Background: an optimization exercise with open tools, aiming at small area, a short achievable clock period and few clock cycles per item. Do not read the settings as production practice. Function was checked by simulation only, so behaviour that the tests miss may differ from the original. Power is estimated from default activity; no workload was simulated.

==> delta: inputs <==
// rvfpm
module rvfpm (
  input  wire         uin_rvfpm,
  input  wire         arst_n,
  input  wire         issue_req,
  output logic        issue_ack,
  input  wire  [3:0]  issue_op,
  input  wire  [3:0]  issue_id,
  input  wire  [4:0]  issue_rd,
  input  wire  [4:0]  issue_rs1,
  input  wire  [4:0]  issue_rs2,
  input  wire  [31:0] issue_int_operand,
  output logic        result_req,
  input  wire         result_ack,
  output logic [3:0]  result_id,
  output logic [4:0]  result_rd,
  output logic        result_fp_write,
  output logic [31:0] result_data
);
==> flow/config.mk <==
export PLATFORM = sky130hd
export DESIGN_NAME = rvfpm
export DESIGN_NICKNAME = rvfpm
export VERILOG_FILES = /design/flow/design.v
export SDC_FILE = /design/flow/constraint.sdc
export NUM_CORES = 4
export LEC_CHECK = 0
export CAP_MARGIN = 20
export CORE_MARGIN = 2
export CORE_UTILIZATION = 60
export CTS_CLUSTER_DIAMETER = 100
export CTS_CLUSTER_SIZE = 25
export SETUP_SLACK_MARGIN = 3.25
export SLEW_MARGIN = 20
==> flow/constraint.sdc <==
create_clock -name core_clock -period 6.0 [get_ports {uin_rvfpm}]
set_input_delay 1.2000 -clock core_clock [delete_from_list [all_inputs] [get_ports {uin_rvfpm}]]
set_output_delay 1.2000 -clock core_clock [all_outputs]
set_load 0.01 [all_outputs]
standard.sh (not shown) runs the stock make flow with config.mk's settings and CLKGATE_MAP_FILE= SYNTH_SCRIPT=/design/flow/synth_recipe.tcl, a recipe that flattens the netlist after the stock synthesis.
==> flow/flow/run.sh <==
#!/bin/bash
# Layout flow: the standard ORFS flow (standard.sh) with
#  - a delay-driven ABC script in synthesis (synth_wrap.tcl),
#  - plain buf_1 port buffers (resized by timing repair) instead of the default delay cells,
#  - cell resizing not limited to the same footprint.
# Each tool's log stays under orfs/logs/; make's output goes to
# standard.log in this folder.
set -uo pipefail
HERE=$(pwd)
sed -e "s#@ABC_SCRIPT@#$HERE/flow/abc_delay.script#" \
    -e "s#@FLOW_SYNTH@#$HERE/synth_recipe.tcl#" \
    flow/synth_wrap.tcl > synth_wrap.tcl
bash standard.sh SYNTH_SCRIPT="$HERE/synth_wrap.tcl" MATCH_CELL_FOOTPRINT=0 \
  BUFFER_PORTS_ARGS="-buffer_cell sky130_fd_sc_hd__buf_1" finish > standard.log 2>&1
==> flow/flow/abc_delay.script <==
strash
balance
dc2
dch -f
map -D 1000
topo
buffer -c
upsize -c -D 1000
dnsize -c -D 1000
stime -c
==> flow/flow/synth_wrap.tcl <==
# Synthesis wrapper: the standard flow's synthesis script unchanged, except that
# the ABC mapping step runs a delay-driven script (abc_delay.script)
# in place of ORFS's default one. Flip-flops are mapped before ABC,
# so the registers are those of the standard synthesis.
proc abc {args} {
  set i [lsearch $args -script]
  set args [lreplace $args [expr {$i + 1}] [expr {$i + 1}] @ABC_SCRIPT@]
  yosys abc {*}$args
}
source @FLOW_SYNTH@
==> quartz (differences from delta) <==
--- a/flow/design.v
+++ b/flow/design.v
@@ -60,45 +60,45 @@
 `default_nettype none
 module fp_regfile (
   input  wire         uin_rvfpm,
   input  wire         arst_n,
   input  wire         we,
   input  wire  [4:0]  waddr,
   input  wire  [31:0] wdata,
+  output logic [31:0] written_next,
   input  wire  [31:0] rsel,
   input  wire         xsel0,
   input  wire  [31:0] xdata0,
   input  wire         xsel1,
   input  wire  [31:0] xdata1,
   output logic [31:0] rdata
 );
   logic [31:0] regs [0:31];
-  logic        init_q;
+  logic [31:0] written_q;
   logic [31:0] wsel;
-  logic [31:0] wdata_eff;
-  always_ff @(posedge uin_rvfpm or negedge arst_n) begin
-    if (!arst_n) begin
-      init_q <= 1'b0;
-    end else begin
-      init_q <= 1'b1;
-    end
-  end
   always_comb begin
     for (int i = 0; i < 32; i++) begin
-      wsel[i] = ~init_q || (we && (waddr == 5'(i)));
+      wsel[i] = we && (waddr == 5'(i));
     end
   end
-  assign wdata_eff = {32{init_q}} & wdata;
+  assign written_next = written_q | wsel;
   always_ff @(posedge uin_rvfpm) begin
     for (int i = 0; i < 32; i++) begin
       if (wsel[i]) begin
-        regs[i] <= wdata_eff;
+        regs[i] <= wdata;
       end
     end
   end
+  always_ff @(posedge uin_rvfpm or negedge arst_n) begin
+    if (!arst_n) begin
+      written_q <= '0;
+    end else begin
+      written_q <= written_next;
+    end
+  end
   logic [31:0] lv0 [0:63];
   logic [31:0] lv1 [0:31];
   logic [31:0] lv2 [0:15];
   logic [31:0] lv3 [0:7];
   logic [31:0] lv4 [0:3];
   logic [31:0] lv5 [0:1];
   always_comb begin
@@ -119,51 +119,36 @@
   end
 endmodule
 `default_nettype wire
 `timescale 1ns/1ns
 `default_nettype none
 module fp_exec_unit (
   input  wire  [3:0]  op,
-  input  wire         f_wa,
-  input  wire         f_wb,
-  input  wire         f_mm,
-  input  wire         f_min,
   input  wire  [31:0] a,
   input  wire  [31:0] b,
   output logic [31:0] data,
   output logic        fp_write
 );
   logic a_nan;
   logic b_nan;
   logic a_zero;
   logic b_zero;
   logic a_inf;
   logic a_subnorm;
   logic a_normal;
   logic mag_lt;
   logic mag_gt;
+  logic a_below_b;
   logic both_zero;
+  logic eq_word;
   logic no_nan;
   logic [31:0] word_hi;
   logic [31:0] word_lo;
-  logic bit0_hi_ne;
-  logic bit0_lo_ne;
-  logic bit0_hi_eq;
-  logic bit0_lo_eq;
-  logic nan_sel;
-  logic sela_hi;
-  logic selb_hi;
-  logic sela_lo;
-  logic selb_lo;
-  logic sign_hi;
-  logic sign_lo;
-  logic a_below_b;
-  logic [31:0] word_lt;
-  logic [31:0] word_gt;
-  logic [31:0] word_eq;
+  logic bit0_hi;
+  logic bit0_lo;
   logic [9:0] class_mask;
   assign a_nan     = (a[30:23] == 8'hff) && (a[22:0] != '0);
   assign b_nan     = (b[30:23] == 8'hff) && (b[22:0] != '0);
   assign a_zero    = (a[30:0] == '0);
   assign b_zero    = (b[30:0] == '0);
   assign a_inf     = (a[30:23] == 8'hff) && (a[22:0] == '0);
   assign a_subnorm = (a[30:23] == 8'h00) && (a[22:0] != '0);
@@ -196,89 +181,98 @@
     for (int i = 0; i < 2; i++) begin
       g_l4[i] = g_l3[2*i+1] | (~l_l3[2*i+1] & g_l3[2*i]);
       l_l4[i] = l_l3[2*i+1] | (~g_l3[2*i+1] & l_l3[2*i]);
     end
   end
   assign mag_gt = g_l4[1] | (~l_l4[1] & g_l4[0]);
   assign mag_lt = l_l4[1] | (~g_l4[1] & l_l4[0]);
+  assign a_below_b = (a[31] & ~b[31]) | (a[31] & b[31] & mag_gt) | (~a[31] & ~b[31] & mag_lt);
+  assign eq_word = (a[31] == b[31]) & ~mag_gt & ~mag_lt;
   assign both_zero = a_zero & b_zero;
   assign class_mask[0] = a[31] & a_inf;
   assign class_mask[1] = a[31] & a_normal;
   assign class_mask[2] = a[31] & a_subnorm;
   assign class_mask[3] = a[31] & a_zero;
   assign class_mask[4] = ~a[31] & a_zero;
   assign class_mask[5] = ~a[31] & a_subnorm;
   assign class_mask[6] = ~a[31] & a_normal;
   assign class_mask[7] = ~a[31] & a_inf;
   assign class_mask[8] = a_nan & ~a[22];
   assign class_mask[9] = a_nan & a[22];
   assign no_nan = ~a_nan & ~b_nan;
-  assign nan_sel = f_mm & a_nan & b_nan;
-  assign sela_hi = f_wa | (f_mm & ~a_nan & (b_nan | f_min));
-  assign selb_hi = f_wb | (f_mm & ~b_nan & (a_nan | ~f_min));
-  assign sela_lo = f_wa | (f_mm & ~a_nan & (b_nan | ~f_min));
-  assign selb_lo = f_wb | (f_mm & ~b_nan & (a_nan | f_min));
   always_comb begin
+    word_hi = '0;
+    word_lo = '0;
+    bit0_hi = 1'b0;
+    bit0_lo = 1'b0;
     case (op)
       4'd0: begin
-        sign_hi = b[31];
-        sign_lo = b[31];
+        word_hi = {b[31], a[30:0]};
+        word_lo = {b[31], a[30:0]};
       end
       4'd1: begin
-        sign_hi = ~b[31];
-        sign_lo = ~b[31];
+        word_hi = {~b[31], a[30:0]};
+        word_lo = {~b[31], a[30:0]};
       end
       4'd2: begin
-        sign_hi = a[31] ^ b[31];
-        sign_lo = a[31] ^ b[31];
+        word_hi = {a[31] ^ b[31], a[30:0]};
+        word_lo = {a[31] ^ b[31], a[30:0]};
       end
-      default: begin
-        sign_hi = (sela_hi & a[31]) | (selb_hi & b[31]);
-        sign_lo = (sela_lo & a[31]) | (selb_lo & b[31]);
+      4'd3, 4'd4: begin
+        if (a_nan && b_nan) begin
+          word_hi = 32'h7fc0_0000;
+          word_lo = 32'h7fc0_0000;
+        end else if (a_nan) begin
+          word_hi = b;
+          word_lo = b;
+        end else if (b_nan) begin
+          word_hi = a;
+          word_lo = a;
+        end else if (op == 4'd3) begin
+          word_hi = a;
+          word_lo = b;
+        end else begin
+          word_hi = b;
+          word_lo = a;
+        end
+      end
+      4'd8: begin
+        word_hi = {22'd0, class_mask};
+        word_lo = {22'd0, class_mask};
+      end
+      4'd9: begin
+        word_hi = b;
+        word_lo = b;
+      end
+      4'd10: begin
+        word_hi = a;
+        word_lo = a;
       end
+      default: ;
     endcase
-    word_hi = {sign_hi, ({31{sela_hi}} & a[30:0]) | ({31{selb_hi}} & b[30:0]) |
-                        ({31{nan_sel}} & 31'h7fc0_0000)};
-    word_lo = {sign_lo, ({31{sela_lo}} & a[30:0]) | ({31{selb_lo}} & b[30:0]) |
-                        ({31{nan_sel}} & 31'h7fc0_0000)};
-    word_hi[9:0] = word_hi[9:0] | ({10{op == 4'd8}} & class_mask);
-    word_lo[9:0] = word_lo[9:0] | ({10{op == 4'd8}} & class_mask);
     case (op)
       4'd5: begin
-        bit0_hi_ne = no_nan & both_zero;
-        bit0_lo_ne = no_nan & both_zero;
-        bit0_hi_eq = no_nan & (both_zero | (a[31] == b[31]));
-        bit0_lo_eq = no_nan & (both_zero | (a[31] == b[31]));
+        bit0_hi = no_nan & (both_zero | eq_word);
+        bit0_lo = no_nan & (both_zero | eq_word);
       end
       4'd6: begin
-        bit0_hi_ne = no_nan & ~both_zero;
-        bit0_lo_ne = 1'b0;
-        bit0_hi_eq = no_nan & ~both_zero;
-        bit0_lo_eq = 1'b0;
+        bit0_hi = no_nan & ~both_zero;
+        bit0_lo = 1'b0;
       end
       4'd7: begin
-        bit0_hi_ne = no_nan;
-        bit0_lo_ne = no_nan & both_zero;
-        bit0_hi_eq = no_nan;
-        bit0_lo_eq = no_nan & (both_zero | (a[31] == b[31]));
+        bit0_hi = no_nan;
+        bit0_lo = no_nan & (both_zero | eq_word);
       end
       default: begin
-        bit0_hi_ne = word_hi[0];
-        bit0_lo_ne = word_lo[0];
-        bit0_hi_eq = word_hi[0];
-        bit0_lo_eq = word_lo[0];
+        bit0_hi = word_hi[0];
+        bit0_lo = word_lo[0];
       end
     endcase
   end
-  assign word_lt = ~b[31]            ? {word_hi[31:1], bit0_hi_ne} : {word_lo[31:1], bit0_lo_ne};
-  assign word_gt = a[31]             ? {word_hi[31:1], bit0_hi_ne} : {word_lo[31:1], bit0_lo_ne};
-  assign word_eq = (a[31] & ~b[31])  ? {word_hi[31:1], bit0_hi_eq} : {word_lo[31:1], bit0_lo_eq};
-  assign a_below_b = (a[31] & ~b[31]) | (a[31] & b[31] & mag_gt) | (~a[31] & ~b[31] & mag_lt);
-  assign data = (mag_lt | mag_gt) ? (a_below_b ? {word_hi[31:1], bit0_hi_ne} : {word_lo[31:1], bit0_lo_ne})
-                                  : word_eq;
+  assign data = a_below_b ? {word_hi[31:1], bit0_hi} : {word_lo[31:1], bit0_lo};
   assign fp_write = (op <= 4'd4) || (op == 4'd9);
 endmodule
 `default_nettype wire
 `timescale 1ns/1ns
 `default_nettype none
 module rvfpm (
   input  wire         uin_rvfpm,
@@ -307,18 +301,14 @@
   logic [4:0]  i_rs2_q;
   logic [31:0] i_iop_q;
   logic [31:0] rsel_q;
   logic        rsel_r_q;
   logic        rsel_i_q;
   logic        e_v_q;
   logic [3:0]  e_op_q;
-  logic        e_wa_q;
-  logic        e_wb_q;
-  logic        e_mm_q;
-  logic        e_min_q;
   logic [3:0]  e_id_q;
   logic [4:0]  e_rd_q;
   logic [31:0] a_q;
   logic [31:0] b_q;
   logic        r_full_q;
   logic        rf_we_q;
   logic [3:0]  r_id_q;
@@ -332,14 +322,15 @@
   logic        r_full_d;
   logic        i_fmv;
   logic        e_fpw;
   logic        dep_a;
   logic        dep_b_next;
   logic [4:0]  rsrc;
   logic [31:0] rsel_d;
+  logic [31:0] written_next;
   logic [31:0] rdata;
   logic [31:0] ex_data;
   logic        ex_fpw;
   assign e_done = e_v_q & ~r_full_q;
   assign e_free = ~e_v_q | e_done;
   assign i_adv  = i_v_q & ~i_ph1_q & e_free;
   assign i_free = ~i_v_q | i_ph1_q;
@@ -354,15 +345,15 @@
       rsrc = issue_rs1;
     end else if (i_adv) begin
       rsrc = i_rs2_q;
     end else begin
       rsrc = i_rs1_q;
     end
     for (int i = 0; i < 32; i++) begin
-      rsel_d[i] = (rsrc == 5'(i)) &
+      rsel_d[i] = (rsrc == 5'(i)) & written_next[i] &
                   ~(i_adv & (dep_b_next | i_fmv));
     end
   end
   always_ff @(posedge uin_rvfpm or negedge arst_n) begin
     if (!arst_n) begin
       i_v_q      <= 1'b0;
       i_ph1_q    <= 1'b0;
@@ -405,18 +396,14 @@
       a_q <= rdata;
     end else if (i_v_q & i_ph1_q & dep_a) begin
       a_q <= r_data_q;
     end
     if (i_v_q & i_ph1_q) begin
       b_q    <= rdata;
       e_op_q <= i_op_q;
-      e_wa_q  <= (i_op_q <= 4'd2) || (i_op_q == 4'd10);
-      e_wb_q  <= (i_op_q == 4'd9);
-      e_mm_q  <= (i_op_q == 4'd3) || (i_op_q == 4'd4);
-      e_min_q <= (i_op_q == 4'd3);
       e_id_q <= i_id_q;
       e_rd_q <= i_rd_q;
     end
     if (e_done) begin
       r_id_q   <= e_id_q;
       r_rd_q   <= e_rd_q;
       r_data_q <= ex_data;
@@ -424,27 +411,24 @@
   end
   fp_regfile i_fp_regfile (
     .uin_rvfpm    (uin_rvfpm),
     .arst_n       (arst_n),
     .we           (rf_we_q),
     .waddr        (r_rd_q),
     .wdata        (r_data_q),
+    .written_next (written_next),
     .rsel         (rsel_q),
     .xsel0        (rsel_r_q),
     .xdata0       (r_data_q),
     .xsel1        (rsel_i_q),
     .xdata1       (i_iop_q),
     .rdata        (rdata)
   );
   fp_exec_unit i_fp_exec_unit (
     .op       (e_op_q),
-    .f_wa     (e_wa_q),
-    .f_wb     (e_wb_q),
-    .f_mm     (e_mm_q),
-    .f_min    (e_min_q),
     .a        (a_q),
     .b        (b_q),
     .data     (ex_data),
     .fp_write (ex_fpw)
   );
   assign result_id       = r_id_q;
   assign result_rd       = r_rd_q;
==> flow/run.sh (new file) <==
#!/bin/bash
# synth_recipe.tcl (not shown) runs the flow's synth.tcl, then flattens the netlist and writes it again
# the make line also repeats each setting of config.mk as NAME=value (left out here)
make -C /OpenROAD-flow-scripts/flow DESIGN_CONFIG=/design/flow/config.mk WORK_HOME=/design/flow/orfs CLKGATE_MAP_FILE= SYNTH_SCRIPT=/design/flow/synth_recipe.tcl finish
--- a/flow/config.mk
+++ b/flow/config.mk
@@ -6,9 +6,9 @@
 export NUM_CORES = 4
 export LEC_CHECK = 0
 export CAP_MARGIN = 20
 export CORE_MARGIN = 2
 export CORE_UTILIZATION = 60
 export CTS_CLUSTER_DIAMETER = 100
 export CTS_CLUSTER_SIZE = 25
-export SETUP_SLACK_MARGIN = 3.25
+export SETUP_SLACK_MARGIN = 3.5
 export SLEW_MARGIN = 20
removed: flow/flow/run.sh
removed: flow/flow/abc_delay.script
removed: flow/flow/synth_wrap.tcl
removed: flow/standard.sh
==> comparison table <==
Result of the run: delta finished clean; quartz finished clean
Total inserted antenna cells: delta 2; quartz 4
Worst reg2reg path startpoint: delta rsel_q[4]; quartz a_q[29]
Insertion delay to the later sink of the worst-skew pair: delta 0.68 ns; quartz 0.69 ns
Met2 wire len: delta 68.18 mm; quartz 76.19 mm
Post-synthesis area per instance: delta 15.77 um2; quartz 17.78 um2
Slowest cell on the critical path: delta a2111oi_1; quartz edfxtp_1
Comb pwr share: delta 0.318; quartz 0.258
Global Route met3 Usage: delta 0.09614; quartz 0.1070
Final Net Count: delta 3205; quartz 3071
Average wire per standard cell: delta 36.39 um; quartz 42.26 um
Buffering stage count on the worst path with inverters included: delta 1; quartz 3
PwrDens: delta 498.7 mW/mm2; quartz 391.3 mW/mm2
Overall via count from detail_route: delta 29704; quartz 30587
Maximum number of pins on one net before global-route repair: delta 70; quartz 47
Testbench counts of delta, summed over its fixed seeds: cycles 24,024, items 12,000.
Testbench counts of quartz, summed over its fixed seeds: cycles 24,024, items 12,000.

-- what the ideal ports hide --
Ports are ideal in the flow. The routed layouts listed here were re-timed in OpenROAD.
Step 1 (the two cells are an assumption about what drives the block):
set clk [get_ports {uin_rvfpm}]
set_driving_cell -lib_cell sky130_fd_sc_hd__clkbuf_16 $clk
set_driving_cell -lib_cell sky130_fd_sc_hd__buf_2 [delete_from_list [all_inputs] $clk]
Step 2 times the ports against the registers' clock, not the clock port: input delays grow and output delays shrink by t, the midpoint of the rising clock arrivals with the driver on.
a / b / c = no drivers / after step 1 / after step 2; a / b = the first two.
| run | shift t [ns] | slack for setup (ns) | cell pins on the clock port's net |
|---|---|---|---|
| delta | 0.732 | 3.173 / 3.173 / 3.173 | 1 |
| quartz | 0.755 | 2.831 / 2.831 / 2.831 | 1 |
After both steps setup and hold are still met in every run listed.
